Background: an optimization exercise with open tools, aiming at small area, a short achievable clock period and few clock cycles per item. Do not read the settings as production practice.
RTL that was checked went through simulation tests only; none was proved equivalent to the original.
Only the layout flow was run in run 1; the RTL was not checked for function there.

==> design.v <==
`timescale 1ns / 1ps
package lfpd_pkg;
    localparam int DRIVE_MAX   = 1999;
    localparam int LAP_COUNTS  = 43000;
    localparam int ALERT_TICKS = 200;
    localparam int LOST_SHORT  = 30;
    localparam int LOST_MED    = 100;
    localparam int LOST_LONG   = 120;
    localparam int SCALE_SPLIT = (LOST_SHORT + LOST_MED) / 2;
    localparam int SCALE_NEAR  = 70;
    localparam int SCALE_FAR   = 50;
    localparam int INTEG_LIM   = 500;
    localparam int DRIVE_FLOOR = 100;
    localparam int GAIN_LIM    = 999;
    localparam int SENSOR_W = 8;
    localparam int DELTA_W  = 16;
    localparam int DRIVE_W  = 13;
    localparam int ERR_W    = 7;
    localparam int BASE_W   = 12;
    localparam int GAIN_W   = 10;
    localparam int CFG_IDX_W  = 3;
    localparam int CFG_DATA_W = 12;
    localparam int DIST_CAP   = 4 * LAP_COUNTS;
    localparam int DIST_W     = 18;   
    localparam int DIST_SUM_W = 18;   
    localparam int MUL_W  = 20;
    localparam int PROD_W = 2 * MUL_W;
    localparam int SHIFT_CNT  = 16;
    localparam int SHIFT10    = 19;
    localparam int SHIFT10K   = 32;
    localparam int SHIFT100   = 26;
    localparam longint RECIP10   = ((64'd1 << SHIFT10) + 9) / 10;
    localparam longint RECIP10K  = ((64'd1 << SHIFT10K) + 9999) / 10000;
    localparam longint RECIP100  = ((64'd1 << SHIFT100) + 99) / 100;
    typedef enum logic [CFG_IDX_W-1:0] {
        CFG_BASE_DRIVE   = 3'd0,
        CFG_GAIN_P       = 3'd1,
        CFG_GAIN_I       = 3'd2,
        CFG_GAIN_D       = 3'd3,
        CFG_TWO_LAP_MODE = 3'd4
    } cfg_index_t;
    typedef enum logic [1:0] {
        ST_ON_LINE = 2'd0,
        ST_SHORT   = 2'd1,
        ST_MEDIUM  = 2'd2,
        ST_LONG    = 2'd3
    } line_status_t;
    function automatic logic signed [ERR_W-1:0] sensor_weight(input int i);
        logic signed [ERR_W-1:0] w;
        case (i)
            0:       w = -7'sd40;
            1:       w = -7'sd28;
            2:       w = -7'sd20;
            3:       w = -7'sd15;
            4:       w = 7'sd15;
            5:       w = 7'sd20;
            6:       w = 7'sd28;
            default: w = 7'sd40;
        endcase
        sensor_weight = w;
    endfunction
    function automatic logic [SHIFT_CNT:0] cnt_recip(input logic [3:0] cnt);
        logic [SHIFT_CNT:0] r;
        unique case (cnt)
            4'd1:    r = 17'd65536;
            4'd2:    r = 17'd32768;
            4'd3:    r = 17'd21846;
            4'd4:    r = 17'd16384;
            4'd5:    r = 17'd13108;
            4'd6:    r = 17'd10923;
            4'd7:    r = 17'd9363;
            4'd8:    r = 17'd8192;
            default: r = 17'd0;
        endcase
        cnt_recip = r;
    endfunction
endpackage
`timescale 1ns / 1ps
module lfpd_mul (
    input  logic                         clk,
    input  logic [lfpd_pkg::MUL_W-1:0]   op_a,
    input  logic [lfpd_pkg::MUL_W-1:0]   op_b,
    output logic [lfpd_pkg::PROD_W-1:0]  prod
);
    logic [lfpd_pkg::PROD_W-1:0] prod_reg;
    always_ff @(posedge clk)
    begin
        prod_reg <= lfpd_pkg::PROD_W'(op_a) * lfpd_pkg::PROD_W'(op_b);
    end
    assign prod = prod_reg;
endmodule
`timescale 1ns / 1ps
module line_follow_pid_drive_core (
    input  logic                                 clk,
    input  logic                                 rst_n,
    input  logic                                 cfg_we,
    input  logic [lfpd_pkg::CFG_IDX_W-1:0]       cfg_index,
    input  logic [lfpd_pkg::CFG_DATA_W-1:0]      cfg_data,
    input  logic                                 in_valid,
    output logic                                 in_ready,
    input  logic [lfpd_pkg::SENSOR_W-1:0]        in_sensor_bits,
    input  logic                                 in_read_failed,
    input  logic signed [lfpd_pkg::DELTA_W-1:0]  in_left_delta,
    input  logic signed [lfpd_pkg::DELTA_W-1:0]  in_right_delta,
    output logic                                 out_valid,
    input  logic                                 out_ready,
    output logic signed [lfpd_pkg::DRIVE_W-1:0]  out_left_drive,
    output logic signed [lfpd_pkg::DRIVE_W-1:0]  out_right_drive,
    output logic                                 out_motor_stop,
    output logic [1:0]                           out_line_status,
    output logic                                 out_run_finished,
    output logic                                 out_alert_on,
    output logic                                 out_notify_stop,
    output logic signed [lfpd_pkg::ERR_W-1:0]    out_line_error
);
    function automatic logic signed [6:0] sensor_avg(input logic [7:0] b);
        logic signed [6:0] v;
        case (b)
            8'd0: v = 7'sd0;
            8'd1: v = 7'sd5;
            8'd2: v = 7'sd4;
            8'd3: v = 7'sd11;
            8'd4: v = 7'sd2;
            8'd5: v = 7'sd10;
            8'd6: v = 7'sd8;
            8'd7: v = 7'sd17;
            8'd8: v = 7'sd2;
            8'd9: v = 7'sd9;
            8'd10: v = 7'sd7;
            8'd11: v = 7'sd16;
            8'd12: v = 7'sd5;
            8'd13: v = 7'sd15;
            8'd14: v = 7'sd12;
            8'd15: v = 7'sd25;
            8'd16: v = -7'sd2;
            8'd17: v = 7'sd4;
            8'd18: v = 7'sd2;
            8'd19: v = 7'sd10;
            8'd20: v = 7'sd0;
            8'd21: v = 7'sd9;
            8'd22: v = 7'sd6;
            8'd23: v = 7'sd18;
            8'd24: v = 7'sd0;
            8'd25: v = 7'sd8;
            8'd26: v = 7'sd5;
            8'd27: v = 7'sd17;
            8'd28: v = 7'sd4;
            8'd29: v = 7'sd15;
            8'd30: v = 7'sd12;
            8'd31: v = 7'sd29;
            8'd32: v = -7'sd2;
            8'd33: v = 7'sd3;
            8'd34: v = 7'sd1;
            8'd35: v = 7'sd9;
            8'd36: v = 7'sd0;
            8'd37: v = 7'sd8;
            8'd38: v = 7'sd5;
            8'd39: v = 7'sd17;
            8'd40: v = 7'sd0;
            8'd41: v = 7'sd7;
            8'd42: v = 7'sd4;
            8'd43: v = 7'sd15;
            8'd44: v = 7'sd3;
            8'd45: v = 7'sd13;
            8'd46: v = 7'sd10;
            8'd47: v = 7'sd27;
            8'd48: v = -7'sd5;
            8'd49: v = 7'sd1;
            8'd50: v = -7'sd1;
            8'd51: v = 7'sd8;
            8'd52: v = -7'sd3;
            8'd53: v = 7'sd6;
            8'd54: v = 7'sd3;
            8'd55: v = 7'sd17;
            8'd56: v = -7'sd4;
            8'd57: v = 7'sd5;
            8'd58: v = 7'sd2;
            8'd59: v = 7'sd16;
            8'd60: v = 7'sd0;
            8'd61: v = 7'sd13;
            8'd62: v = 7'sd9;
            8'd63: v = 7'sd34;
            8'd64: v = -7'sd4;
            8'd65: v = 7'sd2;
            8'd66: v = 7'sd0;
            8'd67: v = 7'sd8;
            8'd68: v = -7'sd1;
            8'd69: v = 7'sd6;
            8'd70: v = 7'sd4;
            8'd71: v = 7'sd15;
            8'd72: v = -7'sd2;
            8'd73: v = 7'sd5;
            8'd74: v = 7'sd3;
            8'd75: v = 7'sd13;
            8'd76: v = 7'sd1;
            8'd77: v = 7'sd11;
            8'd78: v = 7'sd8;
            8'd79: v = 7'sd25;
            8'd80: v = -7'sd7;
            8'd81: v = 7'sd0;
            8'd82: v = -7'sd3;
            8'd83: v = 7'sd6;
            8'd84: v = -7'sd4;
            8'd85: v = 7'sd4;
            8'd86: v = 7'sd1;
            8'd87: v = 7'sd15;
            8'd88: v = -7'sd5;
            8'd89: v = 7'sd3;
            8'd90: v = 7'sd0;
            8'd91: v = 7'sd13;
            8'd92: v = -7'sd2;
            8'd93: v = 7'sd10;
            8'd94: v = 7'sd6;
            8'd95: v = 7'sd30;
            8'd96: v = -7'sd8;
            8'd97: v = -7'sd1;
            8'd98: v = -7'sd4;
            8'd99: v = 7'sd5;
            8'd100: v = -7'sd5;
            8'd101: v = 7'sd3;
            8'd102: v = 7'sd0;
            8'd103: v = 7'sd13;
            8'd104: v = -7'sd6;
            8'd105: v = 7'sd1;
            8'd106: v = -7'sd1;
            8'd107: v = 7'sd11;
            8'd108: v = -7'sd3;
            8'd109: v = 7'sd9;
            8'd110: v = 7'sd5;
            8'd111: v = 7'sd27;
            8'd112: v = -7'sd12;
            8'd113: v = -7'sd5;
            8'd114: v = -7'sd8;
            8'd115: v = 7'sd1;
            8'd116: v = -7'sd10;
            8'd117: v = -7'sd1;
            8'd118: v = -7'sd5;
            8'd119: v = 7'sd12;
            8'd120: v = -7'sd12;
            8'd121: v = -7'sd2;
            8'd122: v = -7'sd6;
            8'd123: v = 7'sd10;
            8'd124: v = -7'sd9;
            8'd125: v = 7'sd6;
            8'd126: v = 7'sd0;
            8'd127: v = 7'sd40;
            8'd128: v = -7'sd5;
            8'd129: v = 7'sd0;
            8'd130: v = -7'sd2;
            8'd131: v = 7'sd5;
            8'd132: v = -7'sd3;
            8'd133: v = 7'sd4;
            8'd134: v = 7'sd1;
            8'd135: v = 7'sd12;
            8'd136: v = -7'sd4;
            8'd137: v = 7'sd3;
            8'd138: v = 7'sd0;
            8'd139: v = 7'sd10;
            8'd140: v = -7'sd1;
            8'd141: v = 7'sd8;
            8'd142: v = 7'sd5;
            8'd143: v = 7'sd21;
            8'd144: v = -7'sd9;
            8'd145: v = -7'sd3;
            8'd146: v = -7'sd5;
            8'd147: v = 7'sd3;
            8'd148: v = -7'sd7;
            8'd149: v = 7'sd1;
            8'd150: v = -7'sd1;
            8'd151: v = 7'sd11;
            8'd152: v = -7'sd8;
            8'd153: v = 7'sd0;
            8'd154: v = -7'sd3;
            8'd155: v = 7'sd9;
            8'd156: v = -7'sd5;
            8'd157: v = 7'sd6;
            8'd158: v = 7'sd2;
            8'd159: v = 7'sd24;
            8'd160: v = -7'sd10;
            8'd161: v = -7'sd4;
            8'd162: v = -7'sd6;
            8'd163: v = 7'sd2;
            8'd164: v = -7'sd8;
            8'd165: v = 7'sd0;
            8'd166: v = -7'sd3;
            8'd167: v = 7'sd9;
            8'd168: v = -7'sd9;
            8'd169: v = -7'sd1;
            8'd170: v = -7'sd4;
            8'd171: v = 7'sd7;
            8'd172: v = -7'sd6;
            8'd173: v = 7'sd5;
            8'd174: v = 7'sd1;
            8'd175: v = 7'sd21;
            8'd176: v = -7'sd15;
            8'd177: v = -7'sd8;
            8'd178: v = -7'sd11;
            8'd179: v = -7'sd2;
            8'd180: v = -7'sd13;
            8'd181: v = -7'sd5;
            8'd182: v = -7'sd9;
            8'd183: v = 7'sd6;
            8'd184: v = -7'sd15;
            8'd185: v = -7'sd6;
            8'd186: v = -7'sd10;
            8'd187: v = 7'sd4;
            8'd188: v = -7'sd13;
            8'd189: v = 7'sd0;
            8'd190: v = -7'sd6;
            8'd191: v = 7'sd28;
            8'd192: v = -7'sd11;
            8'd193: v = -7'sd5;
            8'd194: v = -7'sd8;
            8'd195: v = 7'sd0;
            8'd196: v = -7'sd9;
            8'd197: v = -7'sd2;
            8'd198: v = -7'sd5;
            8'd199: v = 7'sd6;
            8'd200: v = -7'sd10;
            8'd201: v = -7'sd3;
            8'd202: v = -7'sd6;
            8'd203: v = 7'sd5;
            8'd204: v = -7'sd8;
            8'd205: v = 7'sd2;
            8'd206: v = -7'sd1;
            8'd207: v = 7'sd17;
            8'd208: v = -7'sd16;
            8'd209: v = -7'sd10;
            8'd210: v = -7'sd13;
            8'd211: v = -7'sd5;
            8'd212: v = -7'sd15;
            8'd213: v = -7'sd7;
            8'd214: v = -7'sd11;
            8'd215: v = 7'sd2;
            8'd216: v = -7'sd17;
            8'd217: v = -7'sd9;
            8'd218: v = -7'sd13;
            8'd219: v = 7'sd0;
            8'd220: v = -7'sd16;
            8'd221: v = -7'sd4;
            8'd222: v = -7'sd10;
            8'd223: v = 7'sd20;
            8'd224: v = -7'sd17;
            8'd225: v = -7'sd12;
            8'd226: v = -7'sd15;
            8'd227: v = -7'sd6;
            8'd228: v = -7'sd17;
            8'd229: v = -7'sd9;
            8'd230: v = -7'sd13;
            8'd231: v = 7'sd0;
            8'd232: v = -7'sd18;
            8'd233: v = -7'sd11;
            8'd234: v = -7'sd15;
            8'd235: v = -7'sd2;
            8'd236: v = -7'sd17;
            8'd237: v = -7'sd6;
            8'd238: v = -7'sd12;
            8'd239: v = 7'sd15;
            8'd240: v = -7'sd25;
            8'd241: v = -7'sd21;
            8'd242: v = -7'sd25;
            8'd243: v = -7'sd17;
            8'd244: v = -7'sd27;
            8'd245: v = -7'sd21;
            8'd246: v = -7'sd27;
            8'd247: v = -7'sd15;
            8'd248: v = -7'sd29;
            8'd249: v = -7'sd24;
            8'd250: v = -7'sd30;
            8'd251: v = -7'sd20;
            8'd252: v = -7'sd34;
            8'd253: v = -7'sd28;
            8'd254: v = -7'sd40;
            8'd255: v = 7'sd0;
            default: v = 7'sd0;
        endcase
        sensor_avg = v;
    endfunction
    function automatic logic [13:0] iq_scale(input logic [5:0] x);
        logic [13:0] v;
        case (x)
            6'd0: v = {7'h00, 7'h00};
            6'd1: v = {7'h7f, 7'h00};
            6'd2: v = {7'h7e, 7'h01};
            6'd3: v = {7'h7d, 7'h02};
            6'd4: v = {7'h7d, 7'h02};
            6'd5: v = {7'h7c, 7'h03};
            6'd6: v = {7'h7b, 7'h04};
            6'd7: v = {7'h7b, 7'h04};
            6'd8: v = {7'h7a, 7'h05};
            6'd9: v = {7'h79, 7'h06};
            6'd10: v = {7'h79, 7'h07};
            6'd11: v = {7'h78, 7'h07};
            6'd12: v = {7'h77, 7'h08};
            6'd13: v = {7'h76, 7'h09};
            6'd14: v = {7'h76, 7'h09};
            6'd15: v = {7'h75, 7'h0a};
            6'd16: v = {7'h74, 7'h0b};
            6'd17: v = {7'h74, 7'h0b};
            6'd18: v = {7'h73, 7'h0c};
            6'd19: v = {7'h72, 7'h0d};
            6'd20: v = {7'h72, 7'h0e};
            6'd21: v = {7'h71, 7'h0e};
            6'd22: v = {7'h70, 7'h0f};
            6'd23: v = {7'h6f, 7'h10};
            6'd24: v = {7'h6f, 7'h10};
            6'd25: v = {7'h6e, 7'h11};
            6'd26: v = {7'h6d, 7'h12};
            6'd27: v = {7'h6d, 7'h12};
            6'd28: v = {7'h6c, 7'h13};
            6'd29: v = {7'h6b, 7'h14};
            6'd30: v = {7'h6b, 7'h15};
            6'd31: v = {7'h6a, 7'h15};
            6'd32: v = {7'h69, 7'h16};
            6'd33: v = {7'h68, 7'h17};
            6'd34: v = {7'h68, 7'h17};
            6'd35: v = {7'h67, 7'h18};
            6'd36: v = {7'h66, 7'h19};
            6'd37: v = {7'h66, 7'h19};
            6'd38: v = {7'h65, 7'h1a};
            6'd39: v = {7'h64, 7'h1b};
            6'd40: v = {7'h64, 7'h1c};
            6'd41: v = {7'h63, 7'h1c};
            6'd42: v = {7'h62, 7'h1d};
            6'd43: v = {7'h61, 7'h1e};
            6'd44: v = {7'h61, 7'h1e};
            6'd45: v = {7'h60, 7'h1f};
            6'd46: v = {7'h5f, 7'h20};
            6'd47: v = {7'h5f, 7'h20};
            6'd48: v = {7'h5e, 7'h21};
            6'd49: v = {7'h5d, 7'h22};
            6'd50: v = {7'h5d, 7'h23};
            6'd51: v = {7'h5c, 7'h23};
            6'd52: v = {7'h5b, 7'h24};
            6'd53: v = {7'h5a, 7'h25};
            6'd54: v = {7'h5a, 7'h25};
            6'd55: v = {7'h59, 7'h26};
            6'd56: v = {7'h58, 7'h27};
            6'd57: v = {7'h58, 7'h27};
            6'd58: v = {7'h57, 7'h28};
            6'd59: v = {7'h56, 7'h29};
            6'd60: v = {7'h56, 7'h2a};
            6'd61: v = {7'h55, 7'h2a};
            6'd62: v = {7'h54, 7'h2b};
            6'd63: v = {7'h53, 7'h2c};
            default: v = 14'd0;
        endcase
        iq_scale = v;
    endfunction
    function automatic logic [9:0] rem_adj(input logic [7:0] r);
        logic [9:0] v;
        case (r)
            8'd0: v = {5'h00, 5'h00};
            8'd1: v = {5'h01, 5'h00};
            8'd2: v = {5'h01, 5'h00};
            8'd3: v = {5'h01, 5'h00};
            8'd4: v = {5'h01, 5'h00};
            8'd5: v = {5'h01, 5'h00};
            8'd6: v = {5'h01, 5'h00};
            8'd7: v = {5'h01, 5'h00};
            8'd8: v = {5'h01, 5'h00};
            8'd9: v = {5'h01, 5'h00};
            8'd10: v = {5'h01, 5'h01};
            8'd11: v = {5'h02, 5'h01};
            8'd12: v = {5'h02, 5'h01};
            8'd13: v = {5'h02, 5'h01};
            8'd14: v = {5'h02, 5'h01};
            8'd15: v = {5'h02, 5'h01};
            8'd16: v = {5'h02, 5'h01};
            8'd17: v = {5'h02, 5'h01};
            8'd18: v = {5'h02, 5'h01};
            8'd19: v = {5'h02, 5'h01};
            8'd20: v = {5'h02, 5'h02};
            8'd21: v = {5'h03, 5'h02};
            8'd22: v = {5'h03, 5'h02};
            8'd23: v = {5'h03, 5'h02};
            8'd24: v = {5'h03, 5'h02};
            8'd25: v = {5'h03, 5'h02};
            8'd26: v = {5'h03, 5'h02};
            8'd27: v = {5'h03, 5'h02};
            8'd28: v = {5'h03, 5'h02};
            8'd29: v = {5'h03, 5'h02};
            8'd30: v = {5'h03, 5'h03};
            8'd31: v = {5'h04, 5'h03};
            8'd32: v = {5'h04, 5'h03};
            8'd33: v = {5'h04, 5'h03};
            8'd34: v = {5'h04, 5'h03};
            8'd35: v = {5'h04, 5'h03};
            8'd36: v = {5'h04, 5'h03};
            8'd37: v = {5'h04, 5'h03};
            8'd38: v = {5'h04, 5'h03};
            8'd39: v = {5'h04, 5'h03};
            8'd40: v = {5'h04, 5'h04};
            8'd41: v = {5'h05, 5'h04};
            8'd42: v = {5'h05, 5'h04};
            8'd43: v = {5'h05, 5'h04};
            8'd44: v = {5'h05, 5'h04};
            8'd45: v = {5'h05, 5'h04};
            8'd46: v = {5'h05, 5'h04};
            8'd47: v = {5'h05, 5'h04};
            8'd48: v = {5'h05, 5'h04};
            8'd49: v = {5'h05, 5'h04};
            8'd50: v = {5'h05, 5'h05};
            8'd51: v = {5'h06, 5'h05};
            8'd52: v = {5'h06, 5'h05};
            8'd53: v = {5'h06, 5'h05};
            8'd54: v = {5'h06, 5'h05};
            8'd55: v = {5'h06, 5'h05};
            8'd56: v = {5'h06, 5'h05};
            8'd57: v = {5'h06, 5'h05};
            8'd58: v = {5'h06, 5'h05};
            8'd59: v = {5'h06, 5'h05};
            8'd60: v = {5'h06, 5'h06};
            8'd61: v = {5'h07, 5'h06};
            8'd62: v = {5'h07, 5'h06};
            8'd63: v = {5'h07, 5'h06};
            8'd64: v = {5'h07, 5'h06};
            8'd65: v = {5'h07, 5'h06};
            8'd66: v = {5'h07, 5'h06};
            8'd67: v = {5'h07, 5'h06};
            8'd68: v = {5'h07, 5'h06};
            8'd69: v = {5'h07, 5'h06};
            8'd70: v = {5'h07, 5'h07};
            8'd71: v = {5'h08, 5'h07};
            8'd72: v = {5'h08, 5'h07};
            8'd73: v = {5'h08, 5'h07};
            8'd74: v = {5'h08, 5'h07};
            8'd75: v = {5'h08, 5'h07};
            8'd76: v = {5'h08, 5'h07};
            8'd77: v = {5'h08, 5'h07};
            8'd78: v = {5'h08, 5'h07};
            8'd79: v = {5'h08, 5'h07};
            8'd80: v = {5'h08, 5'h08};
            8'd81: v = {5'h09, 5'h08};
            8'd82: v = {5'h09, 5'h08};
            8'd83: v = {5'h09, 5'h08};
            8'd84: v = {5'h09, 5'h08};
            8'd85: v = {5'h09, 5'h08};
            8'd86: v = {5'h09, 5'h08};
            8'd87: v = {5'h09, 5'h08};
            8'd88: v = {5'h09, 5'h08};
            8'd89: v = {5'h09, 5'h08};
            8'd90: v = {5'h09, 5'h09};
            8'd91: v = {5'h0a, 5'h09};
            8'd92: v = {5'h0a, 5'h09};
            8'd93: v = {5'h0a, 5'h09};
            8'd94: v = {5'h0a, 5'h09};
            8'd95: v = {5'h0a, 5'h09};
            8'd96: v = {5'h0a, 5'h09};
            8'd97: v = {5'h0a, 5'h09};
            8'd98: v = {5'h0a, 5'h09};
            8'd99: v = {5'h0a, 5'h09};
            8'd226: v = {5'h1d, 5'h1d};
            8'd227: v = {5'h1e, 5'h1d};
            8'd228: v = {5'h1e, 5'h1d};
            8'd229: v = {5'h1e, 5'h1d};
            8'd230: v = {5'h1e, 5'h1d};
            8'd231: v = {5'h1e, 5'h1d};
            8'd232: v = {5'h1e, 5'h1d};
            8'd233: v = {5'h1e, 5'h1d};
            8'd234: v = {5'h1e, 5'h1d};
            8'd235: v = {5'h1e, 5'h1d};
            8'd236: v = {5'h1e, 5'h1e};
            8'd237: v = {5'h1f, 5'h1e};
            8'd238: v = {5'h1f, 5'h1e};
            8'd239: v = {5'h1f, 5'h1e};
            8'd240: v = {5'h1f, 5'h1e};
            8'd241: v = {5'h1f, 5'h1e};
            8'd242: v = {5'h1f, 5'h1e};
            8'd243: v = {5'h1f, 5'h1e};
            8'd244: v = {5'h1f, 5'h1e};
            8'd245: v = {5'h1f, 5'h1e};
            8'd246: v = {5'h1f, 5'h1f};
            8'd247: v = {5'h00, 5'h1f};
            8'd248: v = {5'h00, 5'h1f};
            8'd249: v = {5'h00, 5'h1f};
            8'd250: v = {5'h00, 5'h1f};
            8'd251: v = {5'h00, 5'h1f};
            8'd252: v = {5'h00, 5'h1f};
            8'd253: v = {5'h00, 5'h1f};
            8'd254: v = {5'h00, 5'h1f};
            8'd255: v = {5'h00, 5'h1f};
            default: v = 10'd0;
        endcase
        rem_adj = v;
    endfunction
    logic        cfg_we_0;
    logic [2:0]  cfg_index_0;
    logic [11:0] cfg_data_0;
    logic        cfg_we_r;
    logic [2:0]  cfg_index_r;
    logic [10:0] cfg_val_r;     
    logic [7:0]  cfg_q5_r;      
    logic        cfg_big;
    logic [9:0]  cfg_gain;
    logic [17:0] cfg_g205;
    assign cfg_big  = (cfg_data_0[9:0] > 10'd999);
    assign cfg_gain = cfg_big ? 10'd999 : cfg_data_0[9:0];
    assign cfg_g205 = 18'(cfg_data_0[9:0]) * 18'd205;     
    always_ff @(posedge clk or negedge rst_n)
    begin
        if (!rst_n)
        begin
            cfg_we_0 <= 1'b0;
            cfg_we_r <= 1'b0;
        end
        else
        begin
            cfg_we_0 <= cfg_we;
            cfg_we_r <= cfg_we_0;
        end
    end
    always_ff @(posedge clk)
    begin
        cfg_index_0 <= cfg_index;
        cfg_data_0  <= cfg_data;
        cfg_index_r <= cfg_index_0;
        cfg_q5_r    <= cfg_big ? 8'd199 : cfg_g205[10 +: 8];
        if (cfg_index_0 == 3'd0)
            cfg_val_r <= (cfg_data_0 > 12'd1999) ? 11'd1999 : cfg_data_0[10:0];
        else
            cfg_val_r <= {1'b0, cfg_gain};
    end
    logic [10:0] base_reg;
    logic [15:0] fp_reg;    
    logic [9:0]  gi_reg;
    logic [16:0] fd_reg;    
    logic        two_lap_reg;
    logic [2:0]  g_r5;      
    logic [15:0] g_s;       
    assign g_r5 = 3'(cfg_val_r[2:0] - 3'(cfg_q5_r[2:0] * 3'd5));
    assign g_s  = 16'(cfg_val_r[9:0]) * 16'd51 + 16'(cfg_q5_r);
    always_ff @(posedge clk or negedge rst_n)
    begin
        if (!rst_n)
            two_lap_reg <= 1'b0;
        else if (cfg_we_0 && cfg_index_0 == 3'd4)
            two_lap_reg <= cfg_data_0[0];
    end
    always_ff @(posedge clk or negedge rst_n)
    begin
        if (!rst_n)
        begin
            base_reg    <= 11'd700;
            fp_reg      <= 16'd3073;
            gi_reg      <= 10'd3;
            fd_reg      <= 17'd4097;
        end
        else if (cfg_we_r)
        begin
            case (cfg_index_r)
                3'd0: base_reg    <= cfg_val_r;
                3'd1: fp_reg      <= g_s + 16'd1;
                3'd2: gi_reg      <= cfg_val_r[9:0];
                3'd3: fd_reg      <= {g_s, 1'b1} + 17'(g_r5 >= 3'd3);
                default: ;
            endcase
        end
    end
    logic out_valid_reg;
    logic adv;
    assign adv      = !out_valid_reg || out_ready;
    assign in_ready = adv;
    logic               va;
    logic               white_a;
    logic signed [6:0]  calc_a;
    logic               fail_a;
    logic [16:0]        dsum_a;
    logic dl_neg;
    logic dr_neg;
    assign dl_neg = in_left_delta[15];
    assign dr_neg = in_right_delta[15];
    always_ff @(posedge clk or negedge rst_n)
    begin
        if (!rst_n)
            va <= 1'b0;
        else if (adv)
            va <= in_valid;
    end
    always_ff @(posedge clk)
    begin
        if (adv)
        begin
            white_a <= (in_sensor_bits == 8'hFF);
            calc_a  <= sensor_avg(in_sensor_bits);
            fail_a <= in_read_failed;
            dsum_a <= 17'(16'(in_left_delta) ^ {16{dl_neg}}) + 17'(16'(in_right_delta) ^ {16{dr_neg}})
                    + 17'(dl_neg) + 17'(dr_neg);
        end
    end
    logic signed [6:0]  h_reg;
    logic signed [9:0]  integ_reg;
    logic [6:0]         lost_reg;
    logic [17:0]        dist_reg;
    logic               started_reg;
    logic               done_reg;
    logic [7:0]         acnt_reg;
    logic               halted_reg;
    logic [6:0]         lost_inc;
    logic               long_loss;
    logic               status_short;
    logic [1:0]         status_n;
    logic signed [6:0]  err_n;
    logic [18:0]        dist_sum;
    logic [17:0]        dist_next;
    logic               lap1;
    logic               target_hit;
    logic               started_next;
    logic               done_next;
    logic [7:0]         acnt_next;
    logic [7:0]         acnt_inc;
    logic signed [10:0] integ_sum;
    logic signed [9:0]  integ_next;
    always_comb
    begin
        lost_inc     = lost_reg + 7'd1;
        long_loss    = white_a && (lost_inc >= 7'd120);
        status_short = (lost_inc < 7'd30);
        status_n     = !white_a ? 2'd0 : (status_short ? 2'd1 : 2'd2);
        err_n        = (white_a && status_short) ? h_reg : calc_a;
        dist_sum   = 19'(dist_reg) + 19'(dsum_a);
        dist_next  = (dist_sum > 19'd172000) ? 18'd172000 : dist_sum[17:0];
        lap1       = (dist_next >= 18'd43000);
        target_hit = two_lap_reg ? (dist_next >= 18'd86000) : lap1;
        acnt_inc     = acnt_reg + 8'd1;
        started_next = started_reg;
        done_next    = done_reg;
        acnt_next    = acnt_reg;
        if (two_lap_reg)
        begin
            if (started_reg && !done_reg)
            begin
                acnt_next = acnt_inc;
                if (acnt_inc >= 8'd200)
                    done_next = 1'b1;
            end
            if (!started_reg && lap1)
            begin
                started_next = 1'b1;
                acnt_next    = 8'd0;
            end
        end
        if (target_hit && started_next)
            done_next = 1'b1;
        integ_sum = 11'(integ_reg) + 11'(calc_a);
        if (integ_sum > 11'sd500)
            integ_next = 10'sd500;
        else if (integ_sum < -11'sd500)
            integ_next = -10'sd500;
        else
            integ_next = integ_sum[9:0];
    end
    logic               vb;
    logic               norm_b;      
    logic [1:0]         status_b;
    logic [5:0]         emag_b;      
    logic               eneg_b;
    logic [8:0]         imag_b;      
    logic               ineg_b;
    logic signed [9:0]  integ_new;
    logic               fin_b;
    logic               alert_b;
    logic [6:0]         dmag_b;      
    logic               dneg_b;
    logic signed [7:0]  diff_n;
    assign diff_n = 8'(err_n) - 8'(h_reg);
    assign integ_new = (va && !halted_reg && !fail_a && !white_a && !target_hit)
                     ? integ_next : integ_reg;
    always_ff @(posedge clk or negedge rst_n)
    begin
        if (!rst_n)
        begin
            vb          <= 1'b0;
            h_reg       <= '0;
            integ_reg   <= '0;
            lost_reg    <= '0;
            dist_reg    <= '0;
            started_reg <= 1'b0;
            done_reg    <= 1'b0;
            acnt_reg    <= '0;
            halted_reg  <= 1'b0;
        end
        else if (adv)
        begin
            vb <= va;
            if (va && !halted_reg && !fail_a)
            begin
                if (long_loss)
                begin
                    lost_reg   <= lost_inc;
                    halted_reg <= 1'b1;
                end
                else
                begin
                    lost_reg    <= white_a ? lost_inc : 7'd0;
                    dist_reg    <= dist_next;
                    started_reg <= started_next;
                    done_reg    <= done_next;
                    acnt_reg    <= acnt_next;
                    if (target_hit)
                        halted_reg <= 1'b1;
                    else if (!white_a)
                    begin
                        integ_reg <= integ_next;
                        h_reg     <= calc_a;
                    end
                end
            end
        end
    end
    always_ff @(posedge clk)
    begin
        if (adv)
        begin
            norm_b   <= 1'b0;
            status_b <= 2'd0;
            emag_b   <= '0;
            eneg_b   <= 1'b0;
            ineg_b   <= integ_new[9];
            imag_b   <= integ_new[9] ? 9'(-integ_new) : integ_new[8:0];
            fin_b    <= 1'b0;
            alert_b  <= started_reg && !done_reg;
            dneg_b   <= diff_n[7];
            dmag_b   <= diff_n[7] ? 7'(-diff_n) : diff_n[6:0];
            if (halted_reg)
                ;
            else if (fail_a || long_loss)
                status_b <= 2'd3;
            else
            begin
                status_b <= status_n;
                eneg_b   <= err_n[6];
                emag_b   <= err_n[6] ? 6'(-err_n) : err_n[5:0];
                alert_b  <= started_next && !done_next;
                if (target_hit)
                    fin_b    <= 1'b1;
                else
                    norm_b <= 1'b1;
            end
        end
    end
    logic [5:0]  e_mag;
    logic [8:0]  i_mag;
    logic [6:0]  d_mag;
    logic [21:0] p_prod;
    logic [18:0] i_prod;
    logic [23:0] d_prod;
    assign e_mag  = emag_b;
    assign i_mag  = imag_b;
    assign d_mag  = dmag_b;
    assign p_prod = 22'(fp_reg) * 22'(e_mag);
    assign i_prod = 19'(gi_reg) * 19'(i_mag);
    assign d_prod = 24'(fd_reg) * 24'(d_mag);
    logic               vc;
    logic               norm_c;
    logic [1:0]         status_c;
    logic signed [6:0]  err_c;
    logic               fin_c;
    logic               alert_c;
    logic               far_c;
    logic               pneg_c;
    logic               dneg_c;
    logic               ineg_c;
    logic [11:0]        pq_c;        
    logic [12:0]        dq_c;        
    logic [14:0]        iprod_c;     
    always_ff @(posedge clk or negedge rst_n)
    begin
        if (!rst_n)
            vc <= 1'b0;
        else if (adv)
            vc <= vb;
    end
    always_ff @(posedge clk)
    begin
        if (adv)
        begin
            norm_c   <= norm_b;
            status_c <= status_b;
            err_c    <= eneg_b ? -(7'(emag_b)) : 7'(emag_b);
            fin_c    <= fin_b;
            alert_c  <= alert_b;
            far_c    <= (lost_reg >= 7'd65);
            pneg_c   <= eneg_b;
            dneg_c   <= dneg_b;
            ineg_c   <= ineg_b;
            pq_c     <= p_prod[9 +: 12];
            dq_c     <= d_prod[10 +: 13];
            iprod_c  <= i_prod[18:4];
        end
    end
    logic [17:0] i_t;
    logic [5:0]  i_q;
    assign i_t = 18'({iprod_c, 3'b000}) - 18'({iprod_c, 1'b0}) + 18'(iprod_c[14:1])
               + 18'(iprod_c[14:4]) - 18'(iprod_c[14:7]) - 18'(iprod_c[14:10]);
    assign i_q = i_t[12 +: 6];
    logic [15:0] lp;
    logic [15:0] rp;
    logic [6:0]  iqs;       
    assign lp  = 16'(base_reg) + (16'(pq_c) ^ {16{pneg_c}}) + (16'(dq_c) ^ {16{dneg_c}})
               + 16'(pneg_c) + 16'(dneg_c);
    assign rp  = 16'(base_reg) + (16'(pq_c) ^ {16{!pneg_c}}) + (16'(dq_c) ^ {16{!dneg_c}})
               + 16'(!pneg_c) + 16'(!dneg_c);
    assign iqs = ineg_c ? -(7'(i_q)) : 7'(i_q);
    logic signed [6:0] qiu;
    logic signed [6:0] qin;
    assign {qin, qiu} = iq_scale(i_q);
    logic               ve;
    logic               norm_e;
    logic [1:0]         status_e;
    logic signed [6:0]  err_e;
    logic               fin_e;
    logic               alert_e;
    logic               far_e;
    logic [15:0]        lp_e;        
    logic [15:0]        rp_e;        
    logic signed [6:0]  iqs_e;       
    logic signed [6:0]  qil_e;       
    logic signed [6:0]  qir_e;       
    always_ff @(posedge clk or negedge rst_n)
    begin
        if (!rst_n)
            ve <= 1'b0;
        else if (adv)
            ve <= vc;
    end
    always_ff @(posedge clk)
    begin
        if (adv)
        begin
            norm_e   <= norm_c;
            status_e <= status_c;
            err_e    <= err_c;
            fin_e    <= fin_c;
            alert_e  <= alert_c;
            far_e    <= far_c;
            lp_e     <= lp;
            rp_e     <= rp;
            iqs_e    <= iqs;
            qil_e    <= ineg_c ? qin : qiu;
            qir_e    <= ineg_c ? qiu : qin;
        end
    end
    typedef struct packed {
        logic signed [15:0] sel;     
        logic               add1;    
        logic               s70;     
        logic               vneg;
        logic [7:0]         r7;      
    } scaled_t;
    function automatic scaled_t scale_step(input logic signed [15:0] p, input logic signed [6:0] iq,
                                           input logic signed [6:0] qi,
                                           input logic med, input logic far);
        logic signed [13:0] p14;
        logic signed [13:0] q0;
        logic signed [15:0] v;
        scaled_t s;
        v      = p + 16'(iq);
        p14    = p[13:0];
        q0     = (p14 >>> 1) + (p14 >>> 3) + (p14 >>> 4) + (p14 >>> 7) + (p14 >>> 8)
               + 14'(qi);
        s.vneg = v[15];
        s.r7   = 8'(v[7:0] * 8'd7);
        s.s70  = med && !far;
        s.add1 = med && far && v[15] && v[0];
        if (!med)
            s.sel = v;
        else if (far)
            s.sel = v >>> 1;
        else
            s.sel = 16'(q0);
        scale_step = s;
    endfunction
    logic               vf;
    logic               norm_f;
    logic [1:0]         status_f;
    logic signed [6:0]  err_f;
    logic               fin_f;
    logic               alert_f;
    scaled_t            ls_f;
    scaled_t            rs_f;
    logic med_e;
    assign med_e = (status_e == 2'd2);
    always_ff @(posedge clk or negedge rst_n)
    begin
        if (!rst_n)
            vf <= 1'b0;
        else if (adv)
            vf <= ve;
    end
    always_ff @(posedge clk)
    begin
        if (adv)
        begin
            norm_f   <= norm_e;
            status_f <= status_e;
            err_f    <= err_e;
            fin_f    <= fin_e;
            alert_f  <= alert_e;
            ls_f     <= scale_step(lp_e, iqs_e, qil_e, med_e, far_e);
            rs_f     <= scale_step(rp_e, -iqs_e, qir_e, med_e, far_e);
        end
    end
    function automatic logic signed [15:0] finish(input scaled_t s);
        logic [7:0]         r;
        logic signed [4:0]  adj_n;
        logic signed [4:0]  adj_p;
        logic signed [4:0]  adj;
        r = s.r7 - 8'(s.sel[7:0] * 8'd10);
        {adj_n, adj_p} = rem_adj(r);
        if (!s.s70)
            adj = {4'b0000, s.add1};
        else
            adj = s.vneg ? adj_n : adj_p;
        finish = s.sel + 16'(adj);
    endfunction
    function automatic logic signed [12:0] limit(input logic signed [15:0] sv);
        logic signed [12:0] c;
        if (sv > 16'sd1999)
            c = 13'sd1999;
        else if (sv < -16'sd1999)
            c = -13'sd1999;
        else if (sv > 16'sd0 && sv < 16'sd100)
            c = 13'sd100;
        else
            c = sv[12:0];
        limit = c;
    endfunction
    logic signed [15:0] out_left_reg;
    logic signed [15:0] out_right_reg;
    logic               out_stop_reg;
    logic [1:0]         out_status_reg;
    logic               out_fin_reg;
    logic               out_alert_reg;
    logic signed [6:0]  out_err_reg;
    always_ff @(posedge clk or negedge rst_n)
    begin
        if (!rst_n)
            out_valid_reg <= 1'b0;
        else if (adv)
            out_valid_reg <= vf;
    end
    always_ff @(posedge clk)
    begin
        if (adv)
        begin
            out_left_reg   <= norm_f ? finish(ls_f) : 16'sd0;
            out_right_reg  <= norm_f ? finish(rs_f) : 16'sd0;
            out_stop_reg   <= !norm_f;
            out_status_reg <= status_f;
            out_fin_reg    <= fin_f;
            out_alert_reg  <= alert_f;
            out_err_reg    <= err_f;
        end
    end
    assign out_valid        = out_valid_reg;
    assign out_left_drive   = limit(out_left_reg);
    assign out_right_drive  = limit(out_right_reg);
    assign out_motor_stop   = out_stop_reg;
    assign out_line_status  = out_status_reg;
    assign out_run_finished = out_fin_reg;
    assign out_alert_on     = out_alert_reg;
    assign out_notify_stop  = out_fin_reg && !two_lap_reg;
    assign out_line_error   = out_err_reg;
endmodule
==> flow/run.sh <==
#!/bin/bash
set -e
export SETUP_SLACK_MARGIN=6.5
bash standard.sh > standard.log 2>&1
==> standard.sh <==
#!/bin/bash
# synth_recipe.tcl (not shown) runs the flow's synth.tcl, then flattens the netlist and writes it again
# the make line also repeats each setting of config.mk as NAME=value (left out here)
make -C /OpenROAD-flow-scripts/flow DESIGN_CONFIG=/design/flow/config.mk WORK_HOME=/design/flow/orfs CLKGATE_MAP_FILE= SYNTH_SCRIPT=/design/flow/synth_recipe.tcl "${@:-finish}"
==> config.mk <==
export PLATFORM = sky130hd
export DESIGN_NAME = line_follow_pid_drive_core
export DESIGN_NICKNAME = line_follow_pid_drive_core
export VERILOG_FILES = /design/flow/design.v
export SDC_FILE = /design/flow/constraint.sdc
export NUM_CORES = 4
export LEC_CHECK = 0
export ABC_AREA = 1
export CAP_MARGIN = 20
export CORE_MARGIN = 2
export CORE_UTILIZATION = 55
export SLEW_MARGIN = 20
==> constraint.sdc <==
create_clock -name core_clock -period 12.0 [get_ports {clk}]
set_input_delay 2.4000 -clock core_clock [delete_from_list [all_inputs] [get_ports {clk}]]
set_output_delay 2.4000 -clock core_clock [all_outputs]
set_load 0.01 [all_outputs]
==> flow_results.xml, run 1 <==
<?xml version="1.0" encoding="UTF-8"?>
<metrics>
  <group name="routing">
    <metric name="drt.antenna.violating_nets" unit="">0</metric>
    <metric name="detail_route.wirelength" unit="microns">112000</metric>
    <metric name="drt-wirelength-per-cell" unit="microns">17.1</metric>
    <metric name="detailedRoute.firstPassIterationCount" unit="">6</metric>
    <metric name="detail_route.iter0.violations" unit="">2042</metric>
    <metric name="detail_route.vias_per_cell" unit="">5.38</metric>
    <metric name="drt_drc_violations_left" unit="">0</metric>
    <metric name="route.vias.total" unit="">35300</metric>
  </group>
  <group name="logic_synthesis">
    <metric name="yosysMostFrequentCell" unit="">sky130_fd_sc_hd__nand2_1</metric>
    <metric name="ys_top_cells_by_count" unit="">1012 x sky130_fd_sc_hd__nand2_1, 970 x sky130_fd_sc_hd__inv_1, 499 x sky130_fd_sc_hd__ha_1</metric>
    <metric name="synth-edff-count" unit="">287</metric>
    <metric name="ffs_w_async_s_r_synth" unit="">0.264</metric>
    <metric name="post_synth_inst_count" unit="">5299</metric>
    <metric name="ys_top_cells_by_area" unit="">sky130_fd_sc_hd__edfxtp_1 19%, sky130_fd_sc_hd__fa_1 16%, sky130_fd_sc_hd__ha_1 14%, sky130_fd_sc_hd__nand2_1 8.5%, sky130_fd_sc_hd__inv_1 8.1%</metric>
    <metric name="synthFlopType" unit="">sky130_fd_sc_hd__edfxtp_1</metric>
    <metric name="synth_seq_area_share" unit="">0.273</metric>
    <metric name="ys_warn_count" unit="">1</metric>
    <metric name="synth.ff_latch_count" unit="">440</metric>
    <metric name="number_of_unique_standard_cell_types_used_by_synthesis" unit="">67</metric>
    <metric name="synthDominantAreaCellType" unit="">sky130_fd_sc_hd__edfxtp_1</metric>
    <metric name="synth.cell_area" unit="sq um">44900</metric>
    <metric name="synth.top_cell.area_share" unit="">0.192</metric>
    <metric name="synth.net_count" unit="">6227</metric>
    <metric name="syn_area_per_cell" unit="sq um">8.47</metric>
  </group>
  <group name="status">
    <metric name="outcome" unit="">no timing/DRC/antenna violations</metric>
  </group>
  <group name="sta">
    <metric name="worst_slew_pin_tran" unit="ns">1.04</metric>
    <metric name="fmaxAchievable" unit="MHz">181</metric>
    <metric name="rsz0062_at_grt" unit="">yes</metric>
    <metric name="setup_total_negative_slack" unit="ns">0</metric>
    <metric name="timing_max_transition_violations_final" unit="">0</metric>
    <metric name="finalHoldViolCount" unit="">0</metric>
    <metric name="finalCritPeriodShare" unit="">0.460</metric>
    <metric name="timing.final.ws_setup" unit="ns">6.48</metric>
    <metric name="final.min_clock_period" unit="ns">5.52</metric>
    <metric name="maxSlewHeadroom" unit="">0.299</metric>
    <metric name="timing.final.setup_violations" unit="">0</metric>
    <metric name="fin_worst_skew" unit="ns">0.0341</metric>
    <metric name="holdWs" unit="ns">0.378</metric>
  </group>
  <group name="cells_and_area">
    <metric name="number_of_flip_flops_in_the_largest_register" unit="">27</metric>
    <metric name="num-nets-final" unit="">6381</metric>
    <metric name="antenna_cells_inserted" unit="">0</metric>
    <metric name="fillers" unit="">7200</metric>
    <metric name="finalNonFillerCells" unit="">6556</metric>
    <metric name="layout-drive-gt1-share" unit="">0.0770</metric>
    <metric name="final_design_area_no_fill" unit="sq um">50300</metric>
    <metric name="flow.area_growth_from_synthesis" unit="%">11.9</metric>
  </group>
  <group name="worst_setup_path">
    <metric name="critical_path.most_common_cell" unit="">sky130_fd_sc_hd__nand2_1</metric>
    <metric name="r2r_cells" unit="">35</metric>
    <metric name="required" unit="ns">12.46</metric>
    <metric name="timing.setup.critical_path_class" unit="">reg2reg</metric>
    <metric name="cpMaxStageDelayCell" unit="">sky130_fd_sc_hd__fa_2</metric>
    <metric name="critical-path-max-stage-delay" unit="ns">0.52</metric>
    <metric name="cp_max_fo" unit="">3</metric>
    <metric name="r2r_start" unit="">ls_f[12]$_DFFE_PN_</metric>
    <metric name="startpoint_type" unit="">flip-flop</metric>
    <metric name="worst-r2r-setup-slack" unit="ns">6.48</metric>
    <metric name="r2r-end" unit="">out_left_reg[15]$_SDFFCE_PN0N_</metric>
    <metric name="timing.critical_path.to_type" unit="">flip-flop</metric>
    <metric name="crit_arrival" unit="ns">5.98</metric>
  </group>
  <group name="clock_network">
    <metric name="clock_sink_count" unit="">440</metric>
    <metric name="clock_path_buffers" unit="">3</metric>
    <metric name="clkTransAtPathRegs" unit="ns">0.06</metric>
    <metric name="inserted_clock_buffers" unit="">52</metric>
    <metric name="cts_max_level" unit="">2</metric>
    <metric name="insertion_delay" unit="ns">0.62</metric>
    <metric name="cts-root-buf" unit="">sky130_fd_sc_hd__clkbuf_16</metric>
    <metric name="cts_tree" unit="">done</metric>
    <metric name="cts-hold-fix-buffers" unit="">0</metric>
  </group>
  <group name="worst_hold_path">
    <metric name="min_delay_path_depth" unit="">0</metric>
    <metric name="min_from" unit="">cfg_index_0[2]$_DFF_P_</metric>
    <metric name="hold_class" unit="">reg2reg</metric>
    <metric name="hold-path-endpoint" unit="">cfg_index_r[2]$_DFF_P_</metric>
  </group>
  <group name="floorplanning">
    <metric name="die_h" unit="microns">290</metric>
    <metric name="floorplan.die_area" unit="sq um">83900</metric>
    <metric name="die_boundary_width" unit="microns">290</metric>
    <metric name="num_io_pins" unit="">102</metric>
    <metric name="core_area" unit="sq um">80700</metric>
    <metric name="rows" unit="">104</metric>
    <metric name="start_util" unit="">0.557</metric>
  </group>
  <group name="placed_design">
    <metric name="dpl_cell_area" unit="sq um">46800</metric>
    <metric name="dp_hpwl" unit="microns">87400</metric>
    <metric name="routabilityCongestion" unit="">0.976</metric>
    <metric name="detailedPlace.worstSlack" unit="ns">5.37</metric>
    <metric name="place_inst" unit="">6331</metric>
    <metric name="place.port_buffers" unit="">101</metric>
  </group>
  <group name="global_route">
    <metric name="grt_start_max_net_pins" unit="">83</metric>
    <metric name="groute.usage.overall" unit="">0.269</metric>
    <metric name="via_count_of_the_first_global_routing_pass" unit="">34300</metric>
    <metric name="globalRouteOverflowTotal" unit="">0</metric>
    <metric name="global_route_wire_length_before_repair" unit="microns">180000</metric>
    <metric name="grt_antenna_before_repair" unit="">2</metric>
  </group>
  <group name="flow_run">
    <metric name="maxCapViolCount" unit="">0</metric>
  </group>
</metrics>
[area by class of cell]
cell class                 instances  area, sq um  area share
timing repair inverter             5         72.6     0.00144
clock inverter                    31          337     0.00670
sequential                       440        12300       0.244
multi-input combinational       3730        28900       0.575
timing repair buffer             242         2130      0.0423
tap                             1060         1330      0.0264
clock buffer                      66         1460      0.0291
inverter                         982         3740      0.0743
[routing by layer]
layer | vias to the layer above | share of wire | track usage
li1 | 17500 | - | -
met1 | 16800 | 0.46 | 0.376
met2 | 762 | 0.47 | 0.443
met3 | 182 | 0.045 | 0.0330
met4 | 0 | 0.028 | 0.0754
met5 | - | 0 | 0
[worst max path at each step]
stage	start	to	slack, ns	depth (start not counted)
2_1_floorplan	out_ready	in_ready	6.41	2
3_3_place_gp	out_ready	in_ready	5.39	4
3_5_place_dp	out_ready	in_ready	5.37	4
4_1_cts	out_ready	in_ready	6.45	5
5_1_grt	rs_f[11]$_DFFE_PN_	out_right_reg[14]$_SDFFCE_PN0N_	6.05	33
6_report	ls_f[12]$_DFFE_PN_	out_left_reg[15]$_SDFFCE_PN0N_	6.48	35
[kinds of logic (layout without fill, tap and decap cells)]
group	Yosys count	count (layout)	synth area share
XOR/XNOR	312	313	0.0609
AO/OA/AOI/OAI	870	870	0.112
AND/OR/NAND/NOR	1679	1679	0.155
buffers and inverters	1130	1326	0.0954
multiplexers	1	1	0.000251
flip-flops	440	440	0.273
adder cells (fa/ha/maj)	867	867	0.303
[through the flow]
step                      utilization
after floorplan                     -
after global placement          0.580
after detailed placement        0.580
after CTS                       0.611
after global routing            0.623
final                           0.623
[placed cells by master (no fill, tap or decap), types with 14 or more instances in the layout]
cell,count
sky130_fd_sc_hd__a211oi_1,14
sky130_fd_sc_hd__a21o_1,19
sky130_fd_sc_hd__a21oi_1,291
sky130_fd_sc_hd__a21oi_2,19
sky130_fd_sc_hd__a31oi_1,19
sky130_fd_sc_hd__buf_4,133
sky130_fd_sc_hd__clkbuf_16,56
sky130_fd_sc_hd__clkdlybuf4s50_1,96
sky130_fd_sc_hd__dfrtp_1,101
sky130_fd_sc_hd__dfxtp_1,37
sky130_fd_sc_hd__edfxtp_1,287
sky130_fd_sc_hd__fa_1,364
sky130_fd_sc_hd__ha_1,490
sky130_fd_sc_hd__inv_1,958
sky130_fd_sc_hd__nand2_1,1000
sky130_fd_sc_hd__nand2_2,26
sky130_fd_sc_hd__nand3_1,189
sky130_fd_sc_hd__nand4_1,28
sky130_fd_sc_hd__nor2_1,305
sky130_fd_sc_hd__nor3_1,50
sky130_fd_sc_hd__o211ai_1,22
sky130_fd_sc_hd__o21a_1,20
sky130_fd_sc_hd__o21ai_0,279
sky130_fd_sc_hd__o21ai_1,18
sky130_fd_sc_hd__o21bai_1,30
sky130_fd_sc_hd__o221ai_1,18
sky130_fd_sc_hd__o22ai_1,20
sky130_fd_sc_hd__o311ai_0,16
sky130_fd_sc_hd__or2_2,21
sky130_fd_sc_hd__xnor2_1,86
sky130_fd_sc_hd__xor2_1,217
[critical path, delay by kind of cell, from the launching register on]
family,cells,cell delay [ns]
XOR/XNOR,1,0.11
AO/OA/AOI/OAI,15,2.23
adder cells (fa/ha/maj),5,1.52
flip-flops,1,0.43
AND/OR/NAND/NOR,10,0.75
buffers and inverters,4,0.35
[what timing repair did]
item,CTS,global route
endpoints found under the setup margin,42,49
cloned,4,2
buffers inserted,47,75
pin swaps,17,44
resized for setup,59,119
==> inputs of run 2 (changes only) <==
--- a/design.v
+++ b/design.v
@@ -1007,4 +1007,6 @@
         logic signed [4:0]  adj_p;
         logic signed [4:0]  adj;
+        logic signed [6:0]  lo;
+        logic [10:0]        hi;
         r = s.r7 - 8'(s.sel[7:0] * 8'd10);
         {adj_n, adj_p} = rem_adj(r);
@@ -1013,5 +1015,12 @@
         else
             adj = s.vneg ? adj_n : adj_p;
-        finish = s.sel + 16'(adj);
+        lo = signed'({2'b00, s.sel[4:0]}) + 7'(adj);
+        if (lo[6])
+            hi = s.sel[15:5] - 11'd1;
+        else if (lo[5])
+            hi = s.sel[15:5] + 11'd1;
+        else
+            hi = s.sel[15:5];
+        finish = {hi, lo[4:0]};
     endfunction
     function automatic logic signed [12:0] limit(input logic signed [15:0] sv);
==> run 2 against run 1 <==
Net effect:
- global-route usage shrank 0.43 points
- clock-buffer cell count grew 4
- final cell count grew 0.63%
- sequential share of layout area is essentially flat
- critical path depth shrank 31
- area after synthesis shrank 0.20%
- critical endpoint is now in_ready
==> flow_results.xml, run 2 <==
<?xml version="1.0" encoding="UTF-8"?>
<metrics>
  <group name="global_route">
    <metric name="via_count_of_the_first_global_routing_pass" unit="">34100</metric>
    <metric name="groute.usage.overall" unit="">0.265</metric>
    <metric name="global_route_wire_length_before_repair" unit="microns">178000</metric>
    <metric name="grt_start_max_net_pins" unit="">168</metric>
    <metric name="globalRouteOverflowTotal" unit="">0</metric>
    <metric name="grt_antenna_before_repair" unit="">2</metric>
  </group>
  <group name="routing">
    <metric name="drt-wirelength-per-cell" unit="microns">16.7</metric>
    <metric name="detail_route.vias_per_cell" unit="">5.38</metric>
    <metric name="detail_route.iter0.violations" unit="">2116</metric>
    <metric name="detail_route.wirelength" unit="microns">110000</metric>
    <metric name="drt_drc_violations_left" unit="">0</metric>
    <metric name="detailedRoute.firstPassIterationCount" unit="">6</metric>
    <metric name="drt.antenna.violating_nets" unit="">0</metric>
    <metric name="route.vias.total" unit="">35500</metric>
  </group>
  <group name="logic_synthesis">
    <metric name="synth.net_count" unit="">6240</metric>
    <metric name="yosysMostFrequentCell" unit="">sky130_fd_sc_hd__nand2_1</metric>
    <metric name="synth.cell_area" unit="sq um">44800</metric>
    <metric name="ys_top_cells_by_count" unit="">1039 x sky130_fd_sc_hd__nand2_1, 985 x sky130_fd_sc_hd__inv_1, 484 x sky130_fd_sc_hd__ha_1</metric>
    <metric name="ys_top_cells_by_area" unit="">sky130_fd_sc_hd__edfxtp_1 19%, sky130_fd_sc_hd__fa_1 16%, sky130_fd_sc_hd__ha_1 14%, sky130_fd_sc_hd__nand2_1 8.7%, sky130_fd_sc_hd__inv_1 8.3%</metric>
    <metric name="synthFlopType" unit="">sky130_fd_sc_hd__edfxtp_1</metric>
    <metric name="synth_seq_area_share" unit="">0.274</metric>
    <metric name="number_of_unique_standard_cell_types_used_by_synthesis" unit="">70</metric>
    <metric name="syn_area_per_cell" unit="sq um">8.41</metric>
    <metric name="synth-edff-count" unit="">287</metric>
    <metric name="synth.ff_latch_count" unit="">440</metric>
    <metric name="ffs_w_async_s_r_synth" unit="">0.264</metric>
    <metric name="synthDominantAreaCellType" unit="">sky130_fd_sc_hd__edfxtp_1</metric>
    <metric name="synth.top_cell.area_share" unit="">0.192</metric>
    <metric name="ys_warn_count" unit="">1</metric>
    <metric name="post_synth_inst_count" unit="">5327</metric>
  </group>
  <group name="worst_setup_path">
    <metric name="required" unit="ns">9.60</metric>
    <metric name="timing.setup.critical_path_class" unit="">in2out</metric>
    <metric name="r2r_cells" unit="">26</metric>
    <metric name="cp_max_fo" unit="">2</metric>
    <metric name="crit_arrival" unit="ns">3.06</metric>
    <metric name="worst_setup_path_startpoint" unit="">out_ready</metric>
    <metric name="startpoint_type" unit="">input pin</metric>
    <metric name="crit_end" unit="">in_ready</metric>
    <metric name="worst-r2r-setup-slack" unit="ns">6.72</metric>
    <metric name="r2r_start" unit="">rs_f[14]$_DFFE_PN_</metric>
    <metric name="timing.critical_path.to_type" unit="">primary output</metric>
    <metric name="r2r-end" unit="">out_right_reg[14]$_SDFFCE_PN0N_</metric>
  </group>
  <group name="cells_and_area">
    <metric name="antenna_cells_inserted" unit="">0</metric>
    <metric name="layout-drive-gt1-share" unit="">0.0719</metric>
    <metric name="final_cell_mix" unit="">1030 x sky130_fd_sc_hd__nand2_1, 970 x sky130_fd_sc_hd__inv_1, 482 x sky130_fd_sc_hd__ha_1</metric>
    <metric name="num-nets-final" unit="">6405</metric>
    <metric name="final_design_area_no_fill" unit="sq um">50300</metric>
    <metric name="number_of_flip_flops_in_the_largest_register" unit="">27</metric>
    <metric name="layout.cells.most_common" unit="">sky130_fd_sc_hd__nand2_1</metric>
    <metric name="flow.area_growth_from_synthesis" unit="%">12.2</metric>
  </group>
  <group name="clock_network">
    <metric name="clock_path_buffers" unit="">3</metric>
    <metric name="clock_sink_count" unit="">440</metric>
    <metric name="cts_tree" unit="">done</metric>
    <metric name="insertion_delay" unit="ns">0.63</metric>
    <metric name="inserted_clock_buffers" unit="">54</metric>
    <metric name="clkTransAtPathRegs" unit="ns">0.06</metric>
    <metric name="cts-root-buf" unit="">sky130_fd_sc_hd__clkbuf_16</metric>
    <metric name="cts_max_level" unit="">2</metric>
  </group>
  <group name="placed_design">
    <metric name="routabilityCongestion" unit="">0.972</metric>
    <metric name="dp_hpwl" unit="microns">85100</metric>
    <metric name="dpl_cell_area" unit="sq um">46800</metric>
    <metric name="place.port_buffers" unit="">101</metric>
  </group>
  <group name="floorplanning">
    <metric name="floorplan.die_area" unit="sq um">83800</metric>
    <metric name="die_boundary_width" unit="microns">289</metric>
    <metric name="num_io_pins" unit="">102</metric>
    <metric name="core_area" unit="sq um">80500</metric>
    <metric name="die_h" unit="microns">289</metric>
    <metric name="rows" unit="">104</metric>
    <metric name="start_util" unit="">0.556</metric>
  </group>
  <group name="sta">
    <metric name="timing_max_transition_violations_final" unit="">0</metric>
    <metric name="finalCritPeriodShare" unit="">0.455</metric>
    <metric name="holdWs" unit="ns">0.364</metric>
    <metric name="timing.final.setup_violations" unit="">0</metric>
    <metric name="finalHoldViolCount" unit="">0</metric>
    <metric name="fin_worst_skew" unit="ns">0.0371</metric>
    <metric name="rsz0062_at_grt" unit="">yes</metric>
    <metric name="fmaxAchievable" unit="MHz">183</metric>
    <metric name="final.min_clock_period" unit="ns">5.46</metric>
    <metric name="maxSlewHeadroom" unit="">0.257</metric>
    <metric name="worst_slew_pin_tran" unit="ns">1.11</metric>
    <metric name="setup_total_negative_slack" unit="ns">0</metric>
  </group>
  <group name="worst_hold_path">
    <metric name="hold_class" unit="">reg2reg</metric>
    <metric name="min_from" unit="">cfg_index_0[1]$_DFF_P_</metric>
  </group>
  <group name="status">
    <metric name="outcome" unit="">no timing/DRC/antenna violations</metric>
  </group>
  <group name="flow_run">
    <metric name="maxCapViolCount" unit="">0</metric>
  </group>
</metrics>
==> run 2: cell count changes in the layout (fill, tap and decap cells not counted), moves of 12 or more <==
cell / previous run / this run
sky130_fd_sc_hd__o21ai_0: 279 / 325
sky130_fd_sc_hd__nand3_1: 189 / 176
sky130_fd_sc_hd__inv_1: 958 / 970
sky130_fd_sc_hd__o21a_1: 20 / 3
sky130_fd_sc_hd__nand2_1: 1000 / 1030
sky130_fd_sc_hd__nor3_1: 50 / 64
==> run 2: layout make-up <==
cell class | count | area [sq um]
Timing Repair Buffer | 251 | 2270
Clock buffer | 70 | 1510
Tap cell | 1060 | 1330
Fill cell | 7085 | 30300
Inverter | 993 | 3780
Multi-Input combinational cell | 3749 | 28600
Timing Repair inverter | 3 | 48.8
Clock inverter | 31 | 414
Sequential cell | 440 | 12300
==> run 2: worst min-delay path by stage <==
stage	to	slack, ns	cells after the start
floorplan	cfg_index_r[1]$_DFF_P_	0.33	0
global placement	cfg_index_r[1]$_DFF_P_	0.37	0
detailed placement	cfg_index_r[1]$_DFF_P_	0.35	0
CTS	cfg_index_r[1]$_DFF_P_	0.36	0
global route	cfg_index_r[1]$_DFF_P_	0.37	0
finish	cfg_index_r[1]$_DFF_P_	0.36	0
==> run 2: cell families after synthesis <==
kind of cell / count (synthesis) / synth area share
AOI/OAI and AO/OA: 887 / 0.114
xor gates and xnor gates: 314 / 0.0614
adders and majority gates: 852 / 0.300
buffers and inverters: 1140 / 0.0960
DFF: 440 / 0.274
muxes: 1 / 0.000251
and+or+nand+nor: 1693 / 0.155
==> run 2: timing repair <==
item	4_1_cts	5_1_grt
gates resized for setup	38	104
endpoints found under the hold margin	0	0
setup buffers	32	100
hold buffers	0	0
gates cloned	3	2
pin swaps	5	22
setup endpoints to repair	44	61
==> run 2: per-layer routing <==
| layer | vias up | share of wire | GRT usage |
|---|---|---|---|
| li1 | 17600 | - | - |
| met1 | 16800 | 0.45 | 0.369 |
| met2 | 930 | 0.47 | 0.434 |
| met3 | 211 | 0.048 | 0.0272 |
| met4 | 0 | 0.033 | 0.0871 |
| met5 | - | 0 | 0 |
==> run 2: worst max-delay path: stages <==
cell and delay, ns:
sky130_fd_sc_hd__clkdlybuf4s15_1 0.20, sky130_fd_sc_hd__nor2_4 0.25, sky130_fd_sc_hd__clkinv_16 0.08, sky130_fd_sc_hd__buf_6 0.13
==> run 2: per-stage QoR <==
step,worst slack (ns),util,instances
floorplan,6.41,-,5327
global placement,5.37,0.581,6359
detailed placement,5.35,0.581,6359
CTS,6.43,0.610,6495
global route,6.36,0.624,6597
finish,6.54,0.624,6597
Testbench counts of run 2, summed over its fixed seeds: cycles 3,530, items 3,482.
==> inputs of run 3 (changes only) <==
--- a/config.mk
+++ b/config.mk
@@ -9,4 +9,4 @@
 export CAP_MARGIN = 20
 export CORE_MARGIN = 2
-export CORE_UTILIZATION = 55
+export CORE_UTILIZATION = 68
 export SLEW_MARGIN = 20
==> run 3 against run 2 <==
Net effect:
- clock-buffer cell count shrank 8
- final cell count shrank 3.3%
- sequential cell count is the same
- via count grew 3.1%
- routed wire length shrank 0.57%
- global-route usage grew 5.4 points
- fmax shrank 0.11%
- register-to-register slack lost 0.06 ns
- core utilization grew 13 points
- critical endpoint unchanged
- largest cell class unchanged
==> flow_results.xml, run 3 <==
<?xml version="1.0" encoding="UTF-8"?>
<metrics>
  <group name="global_route">
    <metric name="via_count_of_the_first_global_routing_pass" unit="">35100</metric>
    <metric name="global_route_wire_length_before_repair" unit="microns">175000</metric>
    <metric name="grt_use_met1" unit="">0.432</metric>
  </group>
  <group name="logic_synthesis">
    <metric name="synth.top_cell.area_share" unit="">0.192</metric>
    <metric name="ffs_w_async_s_r_synth" unit="">0.264</metric>
    <metric name="post_synth_inst_count" unit="">5327</metric>
    <metric name="synth.ff_latch_count" unit="">440</metric>
    <metric name="synth-edff-count" unit="">287</metric>
  </group>
  <group name="routing">
    <metric name="detail_route.vias_per_cell" unit="">5.73</metric>
    <metric name="drt_drc_violations_left" unit="">0</metric>
    <metric name="detail_route.wirelength" unit="microns">109000</metric>
    <metric name="detailedRoute.firstPassIterationCount" unit="">16</metric>
    <metric name="drt-wirelength-per-cell" unit="microns">17.1</metric>
  </group>
  <group name="worst_setup_path">
    <metric name="startpoint_type" unit="">input pin</metric>
    <metric name="cp_cell_sequence" unit="">dlygate4sd2_1, nor2_4, buf_12, clkinv_16, buf_6</metric>
    <metric name="crit_arrival" unit="ns">3.06</metric>
  </group>
  <group name="floorplanning">
    <metric name="core_area" unit="sq um">65500</metric>
    <metric name="die_boundary_width" unit="microns">261</metric>
    <metric name="floorplan.die_area" unit="sq um">68000</metric>
    <metric name="start_util" unit="">0.684</metric>
  </group>
  <group name="sta">
    <metric name="finalHoldViolCount" unit="">0</metric>
    <metric name="fin_worst_skew" unit="ns">0.0370</metric>
  </group>
  <group name="status">
    <metric name="outcome" unit="">no timing/DRC/antenna violations</metric>
  </group>
  <group name="clock_network">
    <metric name="cts-root-buf" unit="">sky130_fd_sc_hd__clkbuf_16</metric>
    <metric name="cts-hold-fix-buffers" unit="">0</metric>
    <metric name="clock_path_buffers" unit="">3</metric>
  </group>
  <group name="flow_run">
    <metric name="maxCapViolCount" unit="">0</metric>
  </group>
  <group name="placed_design">
    <metric name="dpl_cell_area" unit="sq um">46500</metric>
  </group>
  <group name="cells_and_area">
    <metric name="layout-drive-gt1-share" unit="">0.0682</metric>
    <metric name="flow.area_growth_from_synthesis" unit="%">10.7</metric>
  </group>
</metrics>
## run 3: cell counts after synthesis
Identical to the previous run, type by type.
## run 3: kinds of logic (layout without fill, tap and decap cells)
| family | Yosys count | count (layout) | share of synthesized area |
|---|---|---|---|
| other | 0 | 1 | 0 |
| adder cells (fa/ha/maj) | 852 | 852 | 0.300 |
| AO/OA/AOI/OAI | 887 | 887 | 0.114 |
| buffers and inverters | 1140 | 1328 | 0.0960 |
| AND/OR/NAND/NOR | 1693 | 1695 | 0.155 |
| XOR/XNOR | 314 | 314 | 0.0614 |
| flip-flops | 440 | 440 | 0.274 |
| multiplexers | 1 | 1 | 0.000251 |
## run 3: timing repair
item                                    CTS  global route
gates cloned                              3             2
resized for setup                        37            97
endpoints found under the setup margin   50            57
setup buffers                            32            87
pin swaps                                 5            19
## run 3: metrics by stage
| stage | utilization | setup WS (ns) | hold WS (ns) | instances |
|---|---|---|---|---|
| floorplan | - | 6.41 | 0.331 | 5327 |
| global route | 0.757 | 6.31 | 0.384 | 6381 |
| CTS | 0.742 | 6.44 | 0.371 | 6292 |
| finish | 0.757 | 6.54 | 0.372 | 6382 |
| global placement | 0.710 | 5.38 | 0.364 | 6163 |
| detailed placement | 0.710 | 5.25 | 0.359 | 6163 |
## run 3: worst paths after layout
| check | from | endpoint | slack (ns) | depth (start not counted) |
|---|---|---|---|---|
| max in group asynchronous | rst_n | dist_reg[15]$_DFFE_PN0P_ | 8.82 | 2 |
| hold / removal | cfg_we_0$_DFF_PN0_ | cfg_we_r$_DFF_PN0_ | 0.37 | 0 |
| hold reg to reg | cfg_we_0$_DFF_PN0_ | cfg_we_r$_DFF_PN0_ | 0.37 | 0 |
| setup reg to reg | rs_f[12]$_DFFE_PN_ | out_right_reg[15]$_SDFFCE_PN0N_ | 6.66 | 27 |
| min in group asynchronous | rst_n | cfg_we_0$_DFF_PN0_ | 1.86 | 1 |
| setup / recovery | out_ready | in_ready | 6.54 | 5 |
## run 3: layout make-up
cell class                 instances  area share
antenna                            1   0.0000504
clock inverter                    32     0.00577
tap                              864      0.0218
sequential                       440       0.248
timing repair buffer             238      0.0427
inverter                         993      0.0761
timing repair inverter             3    0.000983
multi-input combinational       3749       0.577
clock buffer                      62      0.0280
## run 3: metal layers
layer | wire length (microns) | up-vias
li1 | - | 17600
met1 | 45300 | 17400
met2 | 53000 | 1290
met3 | 6870 | 317
met4 | 4250 | 0
met5 | 0 | -

## port drivers added, routing unchanged
How much do the figures lean on ideal ports? The routed layouts below were timed once more, with nothing changed but the port constraints. Step 1: set_driving_cell puts a clkbuf_16 on clk and a buf_2 on each other input, an assumption about the parent block. Step 2 also shifts input and output timing later by t, the mid clock arrival at the registers, as if the neighbouring blocks saw the same clock. Slacks: no drivers / after step 1 / after step 2; pairs: no drivers / after step 1.
run | t, ns | setup slack, ns | hold slack, ns | worst register clock-pin slew, ns | worst slew at a driven data input, ns
run 1 | 0.668 | 6.480 / 6.480 / 6.059 | 0.378 / 0.378 / 0.378 | 0.07 / 0.07 | 0.06
run 2 | 0.674 | 6.544 / 6.522 / 6.141 | 0.364 / 0.364 / 0.364 | 0.06 / 0.06 | 0.04
run 3 | 0.664 | 6.538 / 6.518 / 6.114 | 0.372 / 0.372 / 0.372 | 0.07 / 0.07 | 0.05
After both steps every run listed still meets setup and hold. For run 3, which loses most, drivers alone change the setup slack by -0.020 ns; drivers and shift together by -0.424 ns.
